This design comes from an exercise in tuning for small area, a short achievable clock period and few clock cycles on the open sky130 flow, not from production work.
Only simulation tests tie the RTL to the original design; equivalence was not proved.
Power and IR drop assume default switching activity.

Design udp_rx_top, start of the top module:
module udp_rx_top (
    input  wire                            clk,
    input  wire                            rst_i,
    input  wire [31:0]                     hdr_src_ip_i,
    input  wire [15:0]                     hdr_src_port_i,
    input  wire [31:0]                     hdr_dst_ip_i,
    input  wire [15:0]                     hdr_dst_port_i,
    input  wire [15:0]                     hdr_length_i,
    input  wire                            hdr_valid_i,
    output wire                            hdr_ready_o,
    input  wire [64-1:0]       beat_data_i,
    input  wire                            beat_last_i,
    input  wire                            beat_valid_i,
    output wire                            beat_ready_o,
    input  wire [8-1:0]      axil_awaddr_i,
    input  wire                            axil_awvalid_i,
    input  wire [32-1:0]      axil_wdata_i,
    input  wire [32/8-1:0]    axil_wstrb_i,
    input  wire                            axil_wvalid_i,
    input  wire                            axil_bready_i,
    input  wire [8-1:0]      axil_araddr_i,
    input  wire                            axil_arvalid_i,
    input  wire                            axil_rready_i,
    output wire                            axil_awready_o,
    output wire                            axil_wready_o,
    output wire [1:0]                      axil_bresp_o,
    output wire                            axil_bvalid_o,
    output wire                            axil_arready_o,
    output wire [32-1:0]      axil_rdata_o,
    output wire [1:0]                      axil_rresp_o,
    output wire                            axil_rvalid_o,
    output wire                            rx_irq_o
);
Size: roughly 5200 cells after synthesis, roughly 280 I/O pins.
Settings: LEC_CHECK=0, CAP_MARGIN=20, CORE_MARGIN=2, CORE_UTILIZATION=60, CTS_CLUSTER_DIAMETER=120, CTS_CLUSTER_SIZE=30, SETUP_SLACK_MARGIN=2.5, SLEW_MARGIN=20; clock period 5.0 ns.
run.sh (not shown) runs the stock make flow with config.mk's settings and CLKGATE_MAP_FILE= SYNTH_SCRIPT=/design/flow/synth_recipe.tcl, a recipe that flattens the netlist after the stock synthesis.
Testbench counts at the start, summed over its fixed seeds: cycles 21,360.
Next try:
CTS_CLUSTER_DIAMETER = 100   (was 120)
CTS_CLUSTER_SIZE = 24   (was 30)
What happened: The changed run completed with no timing, DRC or antenna violations. Combinational power increases by about 5%. Critical path depth does not change. Global-route usage barely changes. Die area stays the same. Power came out higher by 2.9%. Register-to-register slack loses 60 ps. Via count went up by 0.82%. Clock-buffer cell count climbs by 31. Design area came out higher by 0.76%. Area after synthesis does not change. Routed wire length went down by 0.38%.
Next try:
CORE_UTILIZATION = 40   (was 60)
CTS_CLUSTER_DIAMETER = not set   (was 100)
CTS_CLUSTER_SIZE = not set   (was 24)
Fmax came out lower by 2.0%. Die area rose by 49%. Clock power grows by 76%. Power rose by 23%. Sequential cell count stays the same. Wire length increases by 6.3%. Non-clock buffer count decreases by 28.
Next try:
CORE_UTILIZATION = 60   (was 40)
The changed run went through all stages and came out clean.
Cell count shrinks by roughly a tenth.
Cell area hardly moves.
Sequential share of layout area went up by 0.16 points.
Worst setup slack gains 190 ps.
Flip-flop and latch count is unchanged.
Via count went up slightly.

---

run X:
udp_rx_top, a different RTL version from the one above (not shown whole).
For scale: roughly 5300 cells after synthesis, roughly 2500 flip-flops.
## udp_rx_top
module udp_rx_top (
    input  wire                            clk,
    input  wire                            rst_i,
    input  wire [31:0]                     hdr_src_ip_i,
    input  wire [15:0]                     hdr_src_port_i,
    input  wire [31:0]                     hdr_dst_ip_i,
    input  wire [15:0]                     hdr_dst_port_i,
    input  wire [15:0]                     hdr_length_i,
    input  wire                            hdr_valid_i,
    output wire                            hdr_ready_o,
    input  wire [64-1:0]       beat_data_i,
    input  wire                            beat_last_i,
    input  wire                            beat_valid_i,
    output wire                            beat_ready_o,
    input  wire [8-1:0]      axil_awaddr_i,
    input  wire                            axil_awvalid_i,
    input  wire [32-1:0]      axil_wdata_i,
    input  wire [32/8-1:0]    axil_wstrb_i,
    input  wire                            axil_wvalid_i,
    input  wire                            axil_bready_i,
    input  wire [8-1:0]      axil_araddr_i,
    input  wire                            axil_arvalid_i,
    input  wire                            axil_rready_i,
    output wire                            axil_awready_o,
    output wire                            axil_wready_o,
    output wire [1:0]                      axil_bresp_o,
    output wire                            axil_bvalid_o,
    output wire                            axil_arready_o,
    output wire [32-1:0]      axil_rdata_o,
    output wire [1:0]                      axil_rresp_o,
    output wire                            axil_rvalid_o,
    output wire                            rx_irq_o
);
Settings: LEC_CHECK=0, CAP_MARGIN=20, CORE_MARGIN=2, CORE_UTILIZATION=60, CTS_CLUSTER_DIAMETER=100, CTS_CLUSTER_SIZE=24, SETUP_SLACK_MARGIN=2.5, SLEW_MARGIN=20; clock period 5.0 ns.
standard.sh (not shown) runs the stock make flow with config.mk's settings and CLKGATE_MAP_FILE= SYNTH_SCRIPT=/design/flow/synth_recipe.tcl, a recipe that flattens the netlist after the stock synthesis.
==> flow/flow/run.sh <==
#!/bin/bash
# The standard layout, except that the port buffers are plain buffers (buf_2) rather than the
# delay cell buffer_ports picks by default. Every port still gets its buffer.
set -euo pipefail
export BUFFER_PORTS_ARGS="-buffer_cell sky130_fd_sc_hd__buf_2"
bash standard.sh > standard_flow.log 2>&1
Testbench counts of run X, summed over its fixed seeds: cycles 21,360.
> inputs changed (run X -> run C)
==> flow/run.sh (new file) <==
#!/bin/bash
# synth_recipe.tcl (not shown) runs the flow's synth.tcl, then flattens the netlist and writes it again
# the make line also repeats each setting of config.mk as NAME=value (left out here)
make -C /OpenROAD-flow-scripts/flow DESIGN_CONFIG=/design/flow/config.mk WORK_HOME=/design/flow/orfs CLKGATE_MAP_FILE= SYNTH_SCRIPT=/design/flow/synth_recipe.tcl finish
diff --git a/flow/config.mk b/flow/config.mk
--- a/flow/config.mk
+++ b/flow/config.mk
@@ -11,4 +11,4 @@
 export CTS_CLUSTER_DIAMETER = 100
 export CTS_CLUSTER_SIZE = 24
-export SETUP_SLACK_MARGIN = 2.5
+export SETUP_SLACK_MARGIN = 3.0
 export SLEW_MARGIN = 20
removed: flow/flow/run.sh
removed: flow/standard.sh
### Flow results
Per the final summary, run C finished and its layout is clean on timing, DRC and antenna.
Taking run X as the reference, in run C fraction of the core area covered by cells at the end of the flow saw an increase; wire length saw an increase; power saw little to no change; wire length of the first global-routing pass saw an increase.
Summary — achievable frequency, run C relative to run X: higher, by 19 MHz.
Power density over cell area of run C falls short of that of run X by a few percent.

---

## oak
Starting RTL as in the previous note.
Settings: LEC_CHECK=0, CAP_MARGIN=20, CORE_MARGIN=2, CORE_UTILIZATION=60, CTS_CLUSTER_DIAMETER=100, CTS_CLUSTER_SIZE=24, SETUP_SLACK_MARGIN=3.6, SLEW_MARGIN=20; clock period 5.0 ns.
run.sh (not shown) runs the stock make flow with config.mk's settings and CLKGATE_MAP_FILE= SYNTH_SCRIPT=/design/flow/synth_recipe.tcl, a recipe that flattens the netlist after the stock synthesis.
Stock flow here: none of the scripts above is used.
Testbench counts of oak, summed over its fixed seeds: cycles 21,360.
--- input diff oak..pine ---
- changing SETUP_SLACK_MARGIN from 3.6 to 2.5
[summary]
Worst setup margin improves in pine relative to oak.
Compared with oak, pine shows a higher sequential share of layout area.
pine ended up with a lower fraction of power consumed by the clock network than oak did.
The final clock skew in pine was lower than what oak gave.
Lower via count goes to pine over oak.
Combined global-route utilization of all metal layers (lower): pine
Going from oak to pine, the final instance count without filler cells was found to have gone down by 2.8%.
Delta (pine minus oak): part of the cycle the worst path needs shows a reduction of 1.5 points; count of buffers not belonging to the clock network in the layout has decreased.
What birch does differently from pine at the input level:
- a deleted CTS_CLUSTER_SIZE that had been 24
- a deleted CTS_CLUSTER_DIAMETER that had been 100
Notes after the runs:
Sequential power share is higher on pine. Re met1 usage in global routing: pine was higher than birch. Compared birch against pine; wire length within noise. Comparing pine against birch, there is no change at all in remaining antenna violation count. Between pine and birch, growth of design area from synthesis to finish is higher for birch, pine comes in under that.
## Diff of input files: maple against birch
- CORE_UTILIZATION changed from 60 to 66
- CTS_CLUSTER_DIAMETER newly set to 100
- CTS_CLUSTER_SIZE newly set to 24
Notes after the runs:
- Diff birch -> maple: design area now smaller; power per cell area now smaller; wire length now smaller; average wire per cell in the routed design now larger; clock share of power now smaller.
- Comparing maple and birch, total routing resource utilization after global routing is lower on birch.
- Comparing the two runs side by side, maple comes out behind birch on worst setup slack.
- maple packs its core tighter than birch.
- Diff birch -> maple: portion of total power attributed to combinational logic moved up; wire length of the first global-routing pass moved down.
- Of maple and birch, the run reporting the lower number of detailed-route iterations in the first pass was birch.
## Diff of input files: cedar against maple
- SETUP_SLACK_MARGIN changed from 2.5 to 2.8
- CORE_UTILIZATION changed from 66 to 60
## What came out
Looking at via density per instance, cedar sits 0.14 below maple.
cedar ended up with a lower maximum number of pins on one net before global-route repair than maple did.
Core utilization: cedar lower than maple
Diff maple -> cedar | maximum fanout along the worst path | decrease of 4
Going from maple to cedar, the setup slack at placement was found to have gone down by 0.048 ns.
cedar vs maple — met1 usage in global routing rose 0.52 points.
Across both runs, met2 wire length was higher for cedar than for maple.

==> port drivers added, routing unchanged <==
No port has a modelled driver above. Below, the same layouts with a new extraction and two added sets of constraints. Step 1 (the two cells are an assumption about what drives the block):
set clk [get_ports {clk}]
set_driving_cell -lib_cell sky130_fd_sc_hd__clkbuf_16 $clk
set_driving_cell -lib_cell sky130_fd_sc_hd__buf_2 [delete_from_list [all_inputs] $clk]
Step 2 times the ports against the registers' clock, not the clock port: input delays grow and output delays shrink by t, the midpoint of the rising clock arrivals with the driver on. a / b / c = ideal ports / drivers / drivers and shift; a / b = the first two.
run | t (ns) | slack for setup (ns) | worst hold slack (ns) | worst setup path after step 2
the first run of note 1 | 0.818 | 2.127 / 2.138 / 1.326 | 0.330 / 0.330 / 0.330 | input to register
the second run of note 1 | 0.805 | 2.083 / 2.085 / 1.282 | 0.331 / 0.331 / 0.331 | input to register
the third run of note 1 | 0.928 | 2.024 / 1.995 / 1.067 | 0.285 / 0.285 / 0.285 | input to register
the fourth run of note 1 | 0.903 | 2.211 / 2.211 / 1.358 | 0.329 / 0.329 / 0.329 | input to register
run X | 0.843 | 2.246 / 2.246 / 1.565 | 0.328 / 0.328 / 0.328 | input to register
run C | 0.833 | 2.382 / 2.382 / 1.616 | 0.334 / 0.334 / 0.334 | input to register
oak | 0.853 | 2.244 / 2.244 / 1.530 | 0.325 / 0.325 / 0.325 | input to register
pine | 0.830 | 2.317 / 2.287 / 1.457 | 0.339 / 0.339 / 0.339 | input to register
birch | 0.909 | 2.308 / 2.308 / 1.513 | 0.326 / 0.326 / 0.326 | input to register
maple | 0.824 | 2.285 / 2.285 / 1.529 | 0.333 / 0.333 / 0.333 | input to register
cedar | 0.843 | 2.399 / 2.353 / 1.624 | 0.310 / 0.310 / 0.310 | input to register
After both steps every run listed still meets setup and hold. The setup slack of the third run of note 1, which loses most, moves by -0.029 ns with the drivers and by -0.957 ns with both steps.
